Source: an optimization exercise on an open RTL-to-GDS flow (aim: small area and a short achievable clock period). Production flows keep margins and buffers that such runs may drop.
The RTL was checked by simulation tests, not by an equivalence proof against the original design.
Power is estimated from default activity; no workload was simulated.

== before ==
==> flow/design.v (excerpt) <==
module pram_fifo #(
    parameter int DEPTH  = 64,
    parameter int ADDR_W = 6
) (
    input  logic              clk,
    input  logic              reset,
    input  logic              cpu_we,
    input  logic [15:0]       cpu_wdata,
    input  logic              flush,
    input  logic              re,
    output logic [31:0]       PRAMdata,
    output logic              empty,
    output logic              full,
    output logic [ADDR_W:0]   count,
    output logic              half_pending,
    output logic              overflow,
    output logic              underflow
);
    localparam logic [ADDR_W:0] LP_DEPTH = (ADDR_W+1)'(DEPTH);
    logic [31:0]           r_mem [DEPTH];
    logic [ADDR_W-1:0]     r_wptr;
    logic [DEPTH-1:0]      r_rsel;      
    logic [15:0]           r_hi;        
    logic                  r_half;
    logic [ADDR_W:0]       r_count;
    logic                  r_empty;
    logic                  r_full;
    logic [31:0]           r_data;
    logic                  r_ovf;
    logic                  r_udf;
    logic w_swap, w_pop, w_push_req, w_push, w_drop, w_clr, w_wen;
    logic [ADDR_W:0] w_cnt_inc, w_cnt_dec;
    logic w_one, w_almost;
    logic [31:0] w_rd;
    assign w_clr      = ~reset | flush;
    assign w_swap     = &cpu_wdata;
    assign w_pop      = re & ~r_empty;
    assign w_push_req = cpu_we & (r_half | w_swap);
    assign w_push     = w_push_req & (~r_full | re);
    assign w_drop     = w_push_req & r_full & ~re;
    assign w_wen      = ~r_full | re;
    always_ff @(posedge clk) begin
        if (w_wen) r_mem[r_wptr] <= {r_hi, cpu_wdata};
    end
    always_ff @(posedge clk) begin
        if (w_clr) begin
            r_half <= 1'b0;
            r_hi   <= 16'hFFFF;
        end else if (cpu_we) begin
            r_half <= ~r_half & ~w_swap;
  ...
Settings: LEC_CHECK=0, CAP_MARGIN=20, CORE_MARGIN=2, CORE_UTILIZATION=55, PLACE_DENSITY=0.7, SETUP_SLACK_MARGIN=1.85, SLEW_MARGIN=20, TNS_END_PERCENT=5; clock period 4.0 ns.
run.sh (not shown) runs the stock make flow with config.mk's settings and CLKGATE_MAP_FILE= SYNTH_SCRIPT=/design/flow/synth_recipe.tcl, a recipe that flattens the netlist after the stock synthesis.
before finished all stages; the layout is clean.
Setup changes, before to after
Settings: swapping 0.7 for 0.65 in PLACE_DENSITY; swapping 55 for 50 in CORE_UTILIZATION.
### Flow results
Changes observed in after relative to before: total internal power saw little to no change, time the worst path needs with I/O delays and setup up 0.038 ns. Compared with before, final design area excluding fillers in after increased slightly. Per the comparison of after with before, wire length of the first global-routing pass increased by 2.0% relative to the old numbers, area share of xor/xnor cells in the synthesized design held steady, power share of the combinational group ~0 delta, maximum frequency shows a reduction of 1.5%.


Another version of the RTL of pram_fifo (not shown whole).
For scale: roughly 4500 cells after synthesis, about 65 I/O pins, about 80000 µm² of cells after synthesis.
export LEC_CHECK = 0
export CAP_MARGIN = 20
export CORE_MARGIN = 2
export CORE_UTILIZATION = 55
export PLACE_DENSITY = 0.7
export SETUP_SLACK_MARGIN = 1.9
export SLEW_MARGIN = 20
create_clock -name core_clock -period 4.0 [get_ports {clk}]
Rerun with:
==> flow/flow/run.sh (new file) <==
#!/bin/bash
# The standard layout, with the control pins grouped on one edge.
set -euo pipefail
here="$(cd "$(dirname "${BASH_SOURCE[0]}")" && pwd)"
cd "$here/.."
bash standard.sh IO_CONSTRAINTS="$here/io.tcl" finish > make_finish.log 2>&1
==> flow/flow/io.tcl (new file) <==
# Keep the control inputs and the status outputs together on one edge, so the
# swap-token detect and the occupancy logic are not spread across the die.
set_io_pin_constraint -region left:* -group -pin_names {cpu_wdata[0] cpu_wdata[1] cpu_wdata[2] cpu_wdata[3] cpu_wdata[4] cpu_wdata[5] cpu_wdata[6] cpu_wdata[7] cpu_wdata[8] cpu_wdata[9] cpu_wdata[10] cpu_wdata[11] cpu_wdata[12] cpu_wdata[13] cpu_wdata[14] cpu_wdata[15] cpu_we re flush reset count[0] count[1] count[2] count[3] count[4] count[5] count[6] empty full half_pending overflow underflow}
==> flow/standard.sh (new file) <==
#!/bin/bash
# synth_recipe.tcl (not shown) runs the flow's synth.tcl, then flattens the netlist and writes it again
# the make line also repeats each setting of config.mk as NAME=value (left out here)
make -C /OpenROAD-flow-scripts/flow DESIGN_CONFIG=/design/flow/config.mk WORK_HOME=/design/flow/orfs CLKGATE_MAP_FILE= SYNTH_SCRIPT=/design/flow/synth_recipe.tcl "${@:-finish}"
--- a/flow/config.mk
+++ b/flow/config.mk
@@ -10,2 +10,4 @@
 export CORE_UTILIZATION = 55
+export CTS_CLUSTER_DIAMETER = 80
+export CTS_CLUSTER_SIZE = 25
 export PLACE_DENSITY = 0.7
removed: flow/run.sh
Result: The changed run ran to the end with no violations. Global-route usage falls by 0.17 points. Die area stays the same. Sequential share of layout area went up by 3.2 points. Combinational power falls by 11%. Worst setup slack loses 61 ps. Area after synthesis does not change. Worst hold slack barely changes.
Rerun with:
--- a/flow/config.mk
+++ b/flow/config.mk
@@ -9,6 +9,6 @@
 export CORE_MARGIN = 2
-export CORE_UTILIZATION = 55
+export CORE_UTILIZATION = 58
 export CTS_CLUSTER_DIAMETER = 80
 export CTS_CLUSTER_SIZE = 25
-export PLACE_DENSITY = 0.7
+export PLACE_DENSITY = 0.72
 export SETUP_SLACK_MARGIN = 1.9
Outcome:
- The new run completed without violations
- synthesized area does not change
- hold slack gains 14 ps
- cell area went up by 0.47%
- via count went up by 2.1%
- total power went up by 0.32%
Rerun with:
==> flow/run.sh (new file) <==
#!/bin/bash
# synth_recipe.tcl (not shown) runs the flow's synth.tcl, then flattens the netlist and writes it again
# the make line also repeats each setting of config.mk as NAME=value (left out here)
make -C /OpenROAD-flow-scripts/flow DESIGN_CONFIG=/design/flow/config.mk WORK_HOME=/design/flow/orfs CLKGATE_MAP_FILE= SYNTH_SCRIPT=/design/flow/synth_recipe.tcl finish
--- a/flow/config.mk
+++ b/flow/config.mk
@@ -9,6 +9,6 @@
 export CORE_MARGIN = 2
-export CORE_UTILIZATION = 58
-export CTS_CLUSTER_DIAMETER = 80
-export CTS_CLUSTER_SIZE = 25
-export PLACE_DENSITY = 0.72
+export CORE_UTILIZATION = 55
+export CTS_CLUSTER_DIAMETER = 100
+export CTS_CLUSTER_SIZE = 30
+export PLACE_DENSITY = 0.7
 export SETUP_SLACK_MARGIN = 1.9
removed: flow/flow/run.sh
removed: flow/flow/io.tcl
removed: flow/standard.sh
What happened: Area after synthesis is unchanged; fmax went down by roughly a tenth; power fell slightly; worst setup slack got worse by 320 ps.
Rerun with:
==> flow/flow/run.sh (new file) <==
#!/bin/bash
# The standard layout, with the control pins grouped on one edge.
set -euo pipefail
here="$(cd "$(dirname "${BASH_SOURCE[0]}")" && pwd)"
cd "$here/.."
bash standard.sh IO_CONSTRAINTS="$here/io.tcl" finish > make_finish.log 2>&1
==> flow/flow/io.tcl (new file) <==
# Keep the control inputs and the status outputs together on one edge, so the
# swap-token detect and the occupancy logic are not spread across the die.
set_io_pin_constraint -region left:* -group -pin_names {cpu_wdata[0] cpu_wdata[1] cpu_wdata[2] cpu_wdata[3] cpu_wdata[4] cpu_wdata[5] cpu_wdata[6] cpu_wdata[7] cpu_wdata[8] cpu_wdata[9] cpu_wdata[10] cpu_wdata[11] cpu_wdata[12] cpu_wdata[13] cpu_wdata[14] cpu_wdata[15] cpu_we re flush reset count[0] count[1] count[2] count[3] count[4] count[5] count[6] empty full half_pending overflow underflow}
==> flow/standard.sh (new file) <==
#!/bin/bash
# synth_recipe.tcl (not shown) runs the flow's synth.tcl, then flattens the netlist and writes it again
# the make line also repeats each setting of config.mk as NAME=value (left out here)
make -C /OpenROAD-flow-scripts/flow DESIGN_CONFIG=/design/flow/config.mk WORK_HOME=/design/flow/orfs CLKGATE_MAP_FILE= SYNTH_SCRIPT=/design/flow/synth_recipe.tcl "${@:-finish}"
--- a/flow/config.mk
+++ b/flow/config.mk
@@ -9,6 +9,6 @@
 export CORE_MARGIN = 2
-export CORE_UTILIZATION = 55
-export CTS_CLUSTER_DIAMETER = 100
-export CTS_CLUSTER_SIZE = 30
-export PLACE_DENSITY = 0.7
+export CORE_UTILIZATION = 60
+export CTS_CLUSTER_DIAMETER = 80
+export CTS_CLUSTER_SIZE = 25
+export PLACE_DENSITY = 0.75
 export SETUP_SLACK_MARGIN = 1.9
removed: flow/run.sh
Result:
- The changed run ran to the end with no violations
- sequential power is about the same
- synthesized area stays the same
- critical path depth decreases by 2
- routed wire length is lower by 1.1%
- total power came out higher by 1.9%
- setup slack is better by 290 ps
- die area came out lower by 8.2%
- cell count drops by 1.3%
- core utilization rose by 5.9 points
Rerun with:
--- a/flow/config.mk
+++ b/flow/config.mk
@@ -9,7 +9,7 @@
 export CORE_MARGIN = 2
-export CORE_UTILIZATION = 60
+export CORE_UTILIZATION = 62
 export CTS_CLUSTER_DIAMETER = 80
 export CTS_CLUSTER_SIZE = 25
-export PLACE_DENSITY = 0.75
-export SETUP_SLACK_MARGIN = 1.9
+export PLACE_DENSITY = 0.8
+export SETUP_SLACK_MARGIN = 1.85
 export SLEW_MARGIN = 20
Outcome: Hold slack hardly moves; combinational power went down slightly; total power went down slightly; non-clock buffer count went down by 24; design area went down slightly.

==> re-timing with driven ports <==
The flow's constraints put no driver on any port. The routed layouts listed below were extracted and timed again, unchanged, in two steps.
Step 1 (the two cells are an assumption about what drives the block):
set clk [get_ports {clk}]
set_driving_cell -lib_cell sky130_fd_sc_hd__clkbuf_16 $clk
set_driving_cell -lib_cell sky130_fd_sc_hd__buf_2 [delete_from_list [all_inputs] $clk]
Step 2, shift: input delay + t, output delay - t, t = (earliest + latest rising clock arrival at the registers) / 2. This alone moves slack from input paths to output paths.
a / b / c = ideal ports / drivers / drivers and shift; a / b = the first two.
run	t, ns	slack for setup (ns)	worst setup path at the end	latest minus earliest clock arrival (ns)
before	0.959	1.556 / 1.556 / 0.806	input to register	0.036 / 0.036
after	0.939	1.517 / 1.517 / 0.838	input to register	0.037 / 0.037
the first run of note 2	0.925	1.522 / 1.570 / 0.644	input to register	0.041 / 0.041
the second run of note 2	0.852	1.461 / 1.461 / 1.150	input to register	0.036 / 0.036
the third run of note 2	0.867	1.729 / 1.729 / 1.046	input to register	0.037 / 0.037
the fourth run of note 2	0.859	1.409 / 1.452 / 0.592	input to register	0.032 / 0.033
the fifth run of note 2	0.859	1.702 / 1.702 / 1.125	input to register	0.053 / 0.053
the sixth run of note 2	0.845	1.558 / 1.558 / 1.103	input to register	0.028 / 0.028
After both steps every run listed still meets setup and hold. For the first run of note 2, which loses most, drivers alone change the setup slack by +0.048 ns; drivers and shift together by -0.878 ns.
